From an optimization exercise on the open Yosys and OpenROAD flow, aimed at small area; shortcuts taken in it are not production practice.
RTL that was checked went through simulation tests only; none was proved equivalent to the original.
No activity file was given, so power comes from the tool's default toggle rates.

## P
==> flow/design.v (excerpt) <==
module cluster_centroid_n #(
  parameter int IMG_WIDTH    = 640,
  parameter int IMG_HEIGHT   = 480,
  parameter int NUM_CLUSTERS = 3,
  parameter int COLOR_W      = 12,
  parameter int DIST_THRESH  = 64,
  parameter int MIN_COUNT    = 4,
  localparam int XW = $clog2(IMG_WIDTH),
  localparam int YW = $clog2(IMG_HEIGHT),
  localparam int IW = (NUM_CLUSTERS > 1) ? $clog2(NUM_CLUSTERS) : 1
) (
  input  logic                         clk,
  input  logic                         rst,
  input  logic signed [COLOR_W-1:0]    pixel_r,
  input  logic signed [COLOR_W-1:0]    pixel_g,
  input  logic signed [COLOR_W-1:0]    pixel_b,
  input  logic                         pixel_valid,
  input  logic [XW-1:0]                x,
  input  logic [YW-1:0]                y,
  input  logic                         ref_wr_en,
  input  logic [IW-1:0]                ref_wr_idx,
  input  logic signed [COLOR_W-1:0]    ref_wr_r,
  input  logic signed [COLOR_W-1:0]    ref_wr_g,
  input  logic signed [COLOR_W-1:0]    ref_wr_b,
  output logic [NUM_CLUSTERS*XW-1:0]   centroid_x,
  output logic [NUM_CLUSTERS*YW-1:0]   centroid_y,
  output logic [NUM_CLUSTERS-1:0]      found,
  output logic                         frame_done,
  output logic                         busy,
  output logic                         overrun
);
clock: 8.0 ns
lec_check: 0
cap_margin: 20
core_margin: 2
core_utilization: 75
cts_cluster_diameter: 100
cts_cluster_size: 24
gpl_timing_driven: 0
slew_margin: 20
standard.sh (not shown) runs the stock make flow with config.mk's settings and CLKGATE_MAP_FILE= SYNTH_SCRIPT=/design/flow/synth_recipe.tcl, a recipe that flattens the netlist after the stock synthesis.
==> flow/flow/run.sh <==
#!/bin/bash
# The standard synthesis; then two rewrites of the gate netlist that keep
# its function and its registers: each 2:1 multiplexer cell becomes the
# smaller AND-OR cell of the same function (muxopt.py), and each full adder is
# set in the polarity that needs the fewest inverters (polopt.py); then the standard flow's
# standard layout, with the smallest buffer on the ports and power recovery
# (downsizing gates off the critical paths) after global routing.
# Every tool writes its full output to a log file in this folder.
set -euo pipefail
export BUFFER_PORTS_ARGS="-buffer_cell sky130_fd_sc_hd__buf_1"
export RECOVER_POWER=100
R="$PWD/orfs/results/${FLOW_PLATFORM}/cluster_centroid_n/base"
bash standard.sh "$R/1_2_yosys.v" > flow_synth.log 2>&1
cp "$R/1_2_yosys.v" "$R/1_2_yosys.std.v"
python3 flow/muxopt.py "$R/1_2_yosys.std.v" "$R/1_2_yosys.mux.v" > flow_muxopt.log 2>&1
python3 flow/polopt.py "$R/1_2_yosys.mux.v" "$R/1_2_yosys.pol.v" > flow_polopt.log 2>&1
mv "$R/1_2_yosys.pol.v" "$R/1_2_yosys.v"
bash standard.sh > flow_make.log 2>&1
Other scripts of this flow, unchanged in this note and not shown: flow/flow/muxopt.py, flow/flow/polopt.py
Here is what was changed in the inputs of Q compared with P.
--- a/flow/design.v
+++ b/flow/design.v
@@ -94,34 +94,30 @@
   logic [CW-1:0]    r_rem;
   logic             w_load, w_div, w_last, w_idle_nx, w_snap, w_ge;
   logic [CW-1:0]    w_divisor;
   logic [CW:0]      w_rem_sh;
   logic [CW-1:0]    w_rem_nx;
   logic [NUM_CLUSTERS*XW-1:0] r_centroid_x;
   logic [NUM_CLUSTERS*YW-1:0] r_centroid_y;
   logic [NUM_CLUSTERS-1:0]    r_found;
   logic                       r_frame_done, r_overrun;
   always_ff @(posedge clk) begin
-    if (rst) begin
-      for (int k = 0; k < NUM_CLUSTERS; k++) begin
-        r_ref_r[k] <= COLOR_W'(50  + 450 * k);
-        r_ref_g[k] <= COLOR_W'(100 + 450 * k);
-        r_ref_b[k] <= COLOR_W'(150 + 450 * k);
-      end
-    end else begin
-      for (int k = 0; k < NUM_CLUSTERS; k++) begin
-        if (ref_wr_en && ref_wr_idx == IW'(k)) begin
-          r_ref_r[k] <= ref_wr_r;
-          r_ref_g[k] <= ref_wr_g;
-          r_ref_b[k] <= ref_wr_b;
-        end
-      end
+    for (int k = 0; k < NUM_CLUSTERS; k++) begin
+      logic ld, hold;
+      ld   = ref_wr_en && ref_wr_idx == IW'(k) && !rst;
+      hold = !ld && !rst;
+      r_ref_r[k] <= (ref_wr_r & {COLOR_W{ld}}) | (r_ref_r[k] & {COLOR_W{hold}})
+                  | (COLOR_W'(50  + 450 * k) & {COLOR_W{rst}});
+      r_ref_g[k] <= (ref_wr_g & {COLOR_W{ld}}) | (r_ref_g[k] & {COLOR_W{hold}})
+                  | (COLOR_W'(100 + 450 * k) & {COLOR_W{rst}});
+      r_ref_b[k] <= (ref_wr_b & {COLOR_W{ld}}) | (r_ref_b[k] & {COLOR_W{hold}})
+                  | (COLOR_W'(150 + 450 * k) & {COLOR_W{rst}});
     end
   end
   always_comb begin
     for (int k = 0; k < NUM_CLUSTERS; k++) begin
       logic [7:0] dr, dg, db;
       dr = chan_dist(pixel_r, r_ref_r[k]);
       dg = chan_dist(pixel_g, r_ref_g[k]);
       db = chan_dist(pixel_b, r_ref_b[k]);
       w_d[k]  = 8'(dr[5:0]) + 8'(dg[5:0]) + 8'(db[5:0]) + 8'(dr[6]) + 8'(dg[6]) + 8'(db[6]);
       w_in[k] = dr[7] && dg[7] && db[7] && w_d[k] <= 8'(DIST_THRESH);
==> run notes <==
| worst setup slack | Q vs P | worse |
Total length of routed met3 wires, P and Q: smaller value in P
The wire length on met2 in Q was lower than what P gave.
Q does better than P on final area.
Q vs P, top layer reached by signal wires: met5 vs met4
Going from P to Q, hold slack has decreased; quantity of I/O buffers inserted on ports saw a decrease; utilization higher; total power consumption of the routed design now sits lower.
Relative to P, area after detailed placement decreased by 500 sq um in Q.
Taking Q as 1.0, P lands at 1.06 on total wirelength of the detailed-routed design.
Layout checks on Q: not met. Flow itself completed; violations: capacitance limit, slew limit.
P ended with every stage complete and zero timing, DRC or antenna violations.
Sort P and Q by post-place setup slack, descending, and P comes first.
Comparing P and Q, sequential cell area share is higher on Q.
Re global-route usage: P and Q aren't equal, and the lower value belongs to Q.
Only the layout flow was run in Q; the RTL was not checked for function there.

[re-timing with driven ports]
How much do the figures lean on ideal ports? The routed layouts below were timed once more, with nothing changed but the port constraints.
Step 1, drivers: a clkbuf_16 drives clk and a buf_2 each remaining input, both assumed.
Step 2 adds t to the input delays and takes it off the output delays; t is the mean of the earliest and latest rising clock arrival at the registers after step 1. Input paths then give back, and output paths get back, about the clock's delay inside the block.
a / b / c = ideal / step 1 / step 2; a / b = the first two.
run	t, ns	setup WS [ns]	hold slack, ns	worst register clock-pin slew, ns
P	0.669	0.229 / 0.266 / -0.404	0.416 / 0.416 / 0.416	0.10 / 0.10
Q	0.663	0.195 / 0.223 / -0.440	0.338 / 0.338 / 0.338	0.10 / 0.10
For Q, which loses most, drivers alone change the setup slack by +0.028 ns; drivers and shift together by -0.635 ns.
